This design comes from an exercise in tuning for small area and a short achievable clock period on the open sky130 flow, not from production work.
Where RTL was checked, it was by simulation tests only, not by an equivalence proof against the original.
Power and IR drop assume default switching activity.

Setup of rev 12:
==> flow/design.v <==
`default_nettype none
module psram_spi_responder #(
    parameter int         ADDR_W = 8,
    parameter logic [7:0] MF_ID  = 8'h0D,
    parameter logic [7:0] KGD_ID = 8'h5D
) (
    input  logic sys_clk,
    input  logic sys_reset_n,
    input  logic ce_n,
    input  logic sclk,
    input  logic si,
    output logic so,
    output logic so_oe,
    output logic busy,
    output logic rst_evt,
    output logic cmd_err
);
    localparam int DEPTH = 256;
    typedef enum logic [2:0] {
        S_IDLE, S_CMD, S_ADDR, S_RD, S_WR, S_ID, S_IGNORE
    } state_t;
    typedef enum logic [1:0] {K_RD, K_WR, K_ID} kind_t;
    logic [1:0]        ce_sync_q;
    logic [2:0]        sclk_sync_q;
    logic [1:0]        si_sync_q;
    state_t            state_q;
    kind_t             kind_q;
    logic [4:0]        bitcnt_q;
    logic [6:0]        sh_q;
    logic [2:0]        outcnt_q;
    logic [1:0]        id_idx_q;
    logic              reset_armed_q;
    logic              so_q, so_oe_q, busy_q, rst_evt_q, cmd_err_q;
    logic              we_q;
    logic [7:0]        rot_q;       
    logic [7:0]        pos_q;       
    logic              sel_q;       
    logic              got_q;       
    logic              b7a_q;       
    logic              b7b_q;       
    logic [6:0]        cur_q;       
    logic              pend_q;      
    logic [7:0]        ins_q;       
    logic [8*DEPTH-1:0] ring_q;
    logic              ce_s, sclk_rise, sclk_fall, si_s;
    logic              in_addr, in_rd, in_wr, in_id;
    logic [7:0]        byte_in;
    logic [7:0]        tap;
    logic [7:0]        id_byte;
    logic              consume, commit, load_pos, last_addr, ins, at0, at1;
    logic [7:0]        pos_ld;
    logic [7:0]        pos_p1, pos_p2;
    logic              bc7_q, bc22_q, bc23_q, oc0_q;
    logic [6:0]        cap;
    logic [7:0]        tap8, tap16, tap32;
    assign ce_s      = ce_sync_q[1];
    assign si_s      = si_sync_q[1];
    assign sclk_rise =  sclk_sync_q[1] & ~sclk_sync_q[2];
    assign sclk_fall = ~sclk_sync_q[1] &  sclk_sync_q[2];
    assign byte_in   = {sh_q, si_s};
    assign in_addr = state_q == S_ADDR;
    assign in_rd   = state_q == S_RD;
    assign in_wr   = state_q == S_WR;
    assign in_id   = state_q == S_ID;
    assign tap8  = ring_q[{pos_q[7:3], 3'b000, 3'b000} +: 8];
    assign tap16 = ring_q[{pos_q[7:4], 4'b0000, 3'b000} +: 8];
    assign tap32 = ring_q[{pos_q[7:5], 5'b00000, 3'b000} +: 8];
    assign tap   = {tap8[7:5], tap16[4:3], tap32[2:0]};
    assign at0 = pos_q[2:0] == 3'd0;    
    assign at1 = pos_q[2:0] == 3'd1;    
    always_comb begin
        case (id_idx_q)
            2'd0:    id_byte = MF_ID;
            2'd1:    id_byte = KGD_ID;
            default: id_byte = 8'h00;
        endcase
    end
    always_ff @(posedge sys_clk or negedge sys_reset_n) begin
        if (!sys_reset_n) begin
            ce_sync_q   <= 2'b11;
            sclk_sync_q <= '0;
            si_sync_q   <= '0;
        end else begin
            ce_sync_q   <= {ce_sync_q[0], ce_n};
            sclk_sync_q <= {sclk_sync_q[1:0], sclk};
            si_sync_q   <= {si_sync_q[0], si};
        end
    end
    always_ff @(posedge sys_clk or negedge sys_reset_n) begin
        if (!sys_reset_n) begin
            bc7_q  <= 1'b0;
            bc22_q <= 1'b0;
            bc23_q <= 1'b0;
            oc0_q  <= 1'b1;
        end else begin
            bc7_q  <= bitcnt_q == 5'd7;
            bc22_q <= bitcnt_q == 5'd22;
            bc23_q <= bitcnt_q == 5'd23;
            oc0_q  <= outcnt_q == 3'd0;
        end
    end
    assign load_pos  = !ce_s && in_addr && sclk_rise && bc22_q;
    assign last_addr = !ce_s && in_addr && sclk_rise && bc23_q;
    assign consume   = !ce_s && in_rd && sclk_fall && oc0_q;
    assign commit    = !ce_s && in_wr && sclk_rise && bc7_q;
    always_ff @(posedge sys_clk or negedge sys_reset_n) begin
        if (!sys_reset_n) begin
            state_q       <= S_IDLE;
            kind_q        <= K_RD;
            bitcnt_q      <= '0;
            sh_q          <= '0;
            outcnt_q      <= '0;
            id_idx_q      <= '0;
            reset_armed_q <= 1'b0;
            so_q          <= 1'b0;
            so_oe_q       <= 1'b0;
            busy_q        <= 1'b0;
            rst_evt_q     <= 1'b0;
            cmd_err_q     <= 1'b0;
            we_q          <= 1'b0;
        end else begin
            rst_evt_q <= 1'b0;
            cmd_err_q <= 1'b0;
            we_q      <= 1'b0;
            if (ce_s) begin
                state_q  <= S_IDLE;
                so_q     <= 1'b0;
                so_oe_q  <= 1'b0;
                busy_q   <= 1'b0;
                bitcnt_q <= '0;
                outcnt_q <= '0;
            end else begin
                busy_q <= 1'b1;
                if (sclk_rise)
                    sh_q <= byte_in[6:0];
                case (state_q)
                    S_IDLE: begin
                        state_q  <= S_CMD;
                        bitcnt_q <= '0;
                    end
                    S_CMD: if (sclk_rise) begin
                        bitcnt_q <= bitcnt_q + 5'd1;
                        if (bitcnt_q == 5'd7) begin
                            bitcnt_q      <= '0;
                            reset_armed_q <= 1'b0;
                            state_q       <= S_IGNORE;
                            case (byte_in)
                                8'h03: begin kind_q <= K_RD;  state_q <= S_ADDR; end
                                8'h02: begin kind_q <= K_WR;  state_q <= S_ADDR; end
                                8'h9F: begin kind_q <= K_ID;  state_q <= S_ADDR; end
                                8'h66: reset_armed_q <= 1'b1;
                                8'h99: if (reset_armed_q) rst_evt_q <= 1'b1;
                                default: cmd_err_q <= 1'b1;
                            endcase
                        end
                    end
                    S_ADDR: if (sclk_rise) begin
                        bitcnt_q <= bitcnt_q + 5'd1;
                        if (bitcnt_q == 5'd23) begin
                            bitcnt_q <= '0;
                            outcnt_q <= '0;
                            id_idx_q <= '0;
                            case (kind_q)
                                K_WR:    state_q <= S_WR;
                                K_ID:    state_q <= S_ID;
                                default: state_q <= S_RD;
                            endcase
                        end
                    end
                    S_RD, S_ID: if (sclk_fall) begin
                        so_oe_q  <= 1'b1;
                        outcnt_q <= outcnt_q + 3'd1;
                        if (state_q == S_ID)
                            so_q <= id_byte[3'd7 - outcnt_q];
                        else if (outcnt_q == 3'd0)
                            so_q <= (sel_q | got_q) ? b7b_q : b7a_q;
                        else
                            so_q <= cur_q[3'd7 - outcnt_q];
                        if (outcnt_q == 3'd7 && state_q == S_ID && id_idx_q != 2'd2)
                            id_idx_q <= id_idx_q + 2'd1;
                    end
                    S_WR: if (sclk_rise) begin
                        bitcnt_q <= bitcnt_q + 5'd1;
                        if (bitcnt_q == 5'd7) begin
                            bitcnt_q <= '0;
                            we_q     <= 1'b1;
                        end
                    end
                    S_IGNORE: ;
                    default: state_q <= S_IDLE;
                endcase
            end
        end
    end
    assign ins    = (we_q | pend_q) && pos_q[4:0] == 5'd0;
    assign pos_p1 = pos_q + 8'd1;
    assign pos_p2 = pos_q + 8'd2;
    always_comb begin
        for (int k = 0; k < 7; k++) begin
            logic       prev;
            logic [4:0] ph;
            prev = outcnt_q != 3'd0 && outcnt_q <= 3'(7 - k);
            ph   = k >= 5 ? {2'b00, pos_q[2:0]} : k >= 3 ? {1'b0, pos_q[3:0]} : pos_q[4:0];
            cap[k] = in_rd && ph == (prev ? 5'd1 : 5'd0);
        end
    end
    assign pos_ld = {sh_q[5:0], si_s, 1'b1} + rot_q;
    always_ff @(posedge sys_clk) begin
        rot_q  <= rot_q + 8'd1;
        pend_q <= (we_q | pend_q) & ~(pos_q[4:0] == 5'd0);
        for (int k = 0; k < 8; k++)
            ins_q[k] <= ins && pos_q[7:5] == 3'(k);
        if (load_pos)
            pos_q <= pos_ld;
        else if (consume || commit)
            pos_q <= pos_p2;
        else if (last_addr && !si_s)
            pos_q <= pos_q;
        else
            pos_q <= pos_p1;
        if (last_addr) begin
            sel_q <= si_s;
            got_q <= 1'b0;
        end else if (consume) begin
            sel_q <= 1'b1;
        end else if (in_rd && at0) begin
            got_q <= 1'b1;
        end
        if (in_addr && at1)
            b7a_q <= tap[7];
        if (commit)
            b7b_q <= byte_in[7];
        else if ((in_addr || in_rd) && at0)
            b7b_q <= tap[7];
        for (int k = 0; k < 7; k++) begin
            if (commit)
                cur_q[k] <= byte_in[k];
            else if (cap[k])
                cur_q[k] <= tap[k];
        end
    end
    genvar p;
    generate
        for (p = 0; p < DEPTH; p++) begin : g_ring
            if (p % 32 == 1) begin : g_ins
                always_ff @(posedge sys_clk)
                    ring_q[8*p +: 8] <= ins_q[p / 32] ? {b7b_q, cur_q}
                                        : ring_q[8*(p - 1) +: 8];
            end else begin : g_sh
                always_ff @(posedge sys_clk)
                    ring_q[8*p +: 8] <= ring_q[8*((p + DEPTH - 1) % DEPTH) +: 8];
            end
        end
    endgenerate
    assign so      = so_q;
    assign so_oe   = so_oe_q;
    assign busy    = busy_q;
    assign rst_evt = rst_evt_q;
    assign cmd_err = cmd_err_q;
endmodule
`default_nettype wire
export LEC_CHECK = 0
export CAP_MARGIN = 20
export CORE_MARGIN = 2
export CORE_UTILIZATION = 70
export CTS_CLUSTER_DIAMETER = 60
export CTS_CLUSTER_SIZE = 32
export SETUP_SLACK_MARGIN = 2.7
export SLEW_MARGIN = 20
create_clock -name core_clock -period 5.0 [get_ports {sys_clk}]
run.sh (not shown) runs the stock make flow with config.mk's settings and CLKGATE_MAP_FILE= SYNTH_SCRIPT=/design/flow/synth_recipe.tcl, a recipe that flattens the netlist after the stock synthesis.
Input-level comparison between rev 13 and rev 12:
--- a/flow/design.v
+++ b/flow/design.v
@@ -192,21 +192,20 @@
             end
         end
     end
     assign ins    = (we_q | pend_q) && pos_q[4:0] == 5'd0;
     assign pos_p1 = pos_q + 8'd1;
     assign pos_p2 = pos_q + 8'd2;
-    always_comb begin
-        for (int k = 0; k < 7; k++) begin
-            logic       prev;
-            logic [4:0] ph;
-            prev = outcnt_q != 3'd0 && outcnt_q <= 3'(7 - k);
-            ph   = k >= 5 ? {2'b00, pos_q[2:0]} : k >= 3 ? {1'b0, pos_q[3:0]} : pos_q[4:0];
-            cap[k] = in_rd && ph == (prev ? 5'd1 : 5'd0);
-        end
-    end
+    genvar k;
+    generate
+        for (k = 0; k < 7; k++) begin : g_cap
+            localparam int PW = k >= 5 ? 3 : k >= 3 ? 4 : 5;    
+            wire prev = outcnt_q != 3'd0 && outcnt_q <= 3'(7 - k);
+            assign cap[k] = in_rd && pos_q[PW-1:0] == (prev ? PW'(1) : PW'(0));
+        end
+    endgenerate
     assign pos_ld = {sh_q[5:0], si_s, 1'b1} + rot_q;
     always_ff @(posedge sys_clk) begin
         rot_q  <= rot_q + 8'd1;
         pend_q <= (we_q | pend_q) & ~(pos_q[4:0] == 5'd0);
         for (int k = 0; k < 8; k++)
             ins_q[k] <= ins && pos_q[7:5] == 3'(k);
[summary]
Global-route wire length before repair grows slightly when moving from rev 12 to rev 13. [compare] base=rev 12 new=rev 13: final layout net count barely changed, via count of the routed design saw a decrease, power density of the placed cells shows a reduction of about 4%, overall die area ~0 delta. From rev 12 to rev 13 the numbers moved as follows: combinational share of power decreased 3.3 points, portion of the clock cycle consumed by the worst path in the final layout decreased 0.74 points. Run comparison: rev 13 source of the critical timing path busy_q; rev 12 source of the critical timing path so_oe_q. The first-iteration DRC count of rev 13 was superior to that of rev 12. Diff rev 12 -> rev 13: worst reg2reg path depth shows an increase of 1; sum of internal, switching and leakage power shows a reduction of 4.5%. There was hardly any difference in final cell count between rev 12 and rev 13. Compared with rev 12, in rev 13 switching power as a share of total power went down 1.5 points, worst hold slack after final layout rose 0.019 ns.
Only the layout flow was run in rev 12; the RTL was not checked for function there.

-- afterwards: timing with drivers on the ports --
How much do the figures lean on ideal ports? The routed layouts below were timed once more, with nothing changed but the port constraints.
Step 1 (the two cells are an assumption about what drives the block):
set clk [get_ports {sys_clk}]
set_driving_cell -lib_cell sky130_fd_sc_hd__clkbuf_16 $clk
set_driving_cell -lib_cell sky130_fd_sc_hd__buf_2 [delete_from_list [all_inputs] $clk]
Step 2 adds t to the input delays and takes it off the output delays; t is the mean of the earliest and latest rising clock arrival at the registers after step 1. Input paths then give back, and output paths get back, about the clock's delay inside the block.
Three values: ideal ports, drivers, drivers and shift; two values: the first two.
| run | shift t [ns] | setup WS [ns] | hold WS [ns] | worst setup path after step 2 | worst register clock-pin slew, ns |
|---|---|---|---|---|---|
| rev 12 | 0.714 | 2.726 / 2.662 / 2.744 | 0.304 / 0.304 / 0.304 | register to register | 0.11 / 0.11 |
| rev 13 | 0.700 | 2.763 / 2.701 / 2.806 | 0.323 / 0.323 / 0.323 | register to register | 0.12 / 0.12 |
After both steps setup and hold are still met in every run listed.
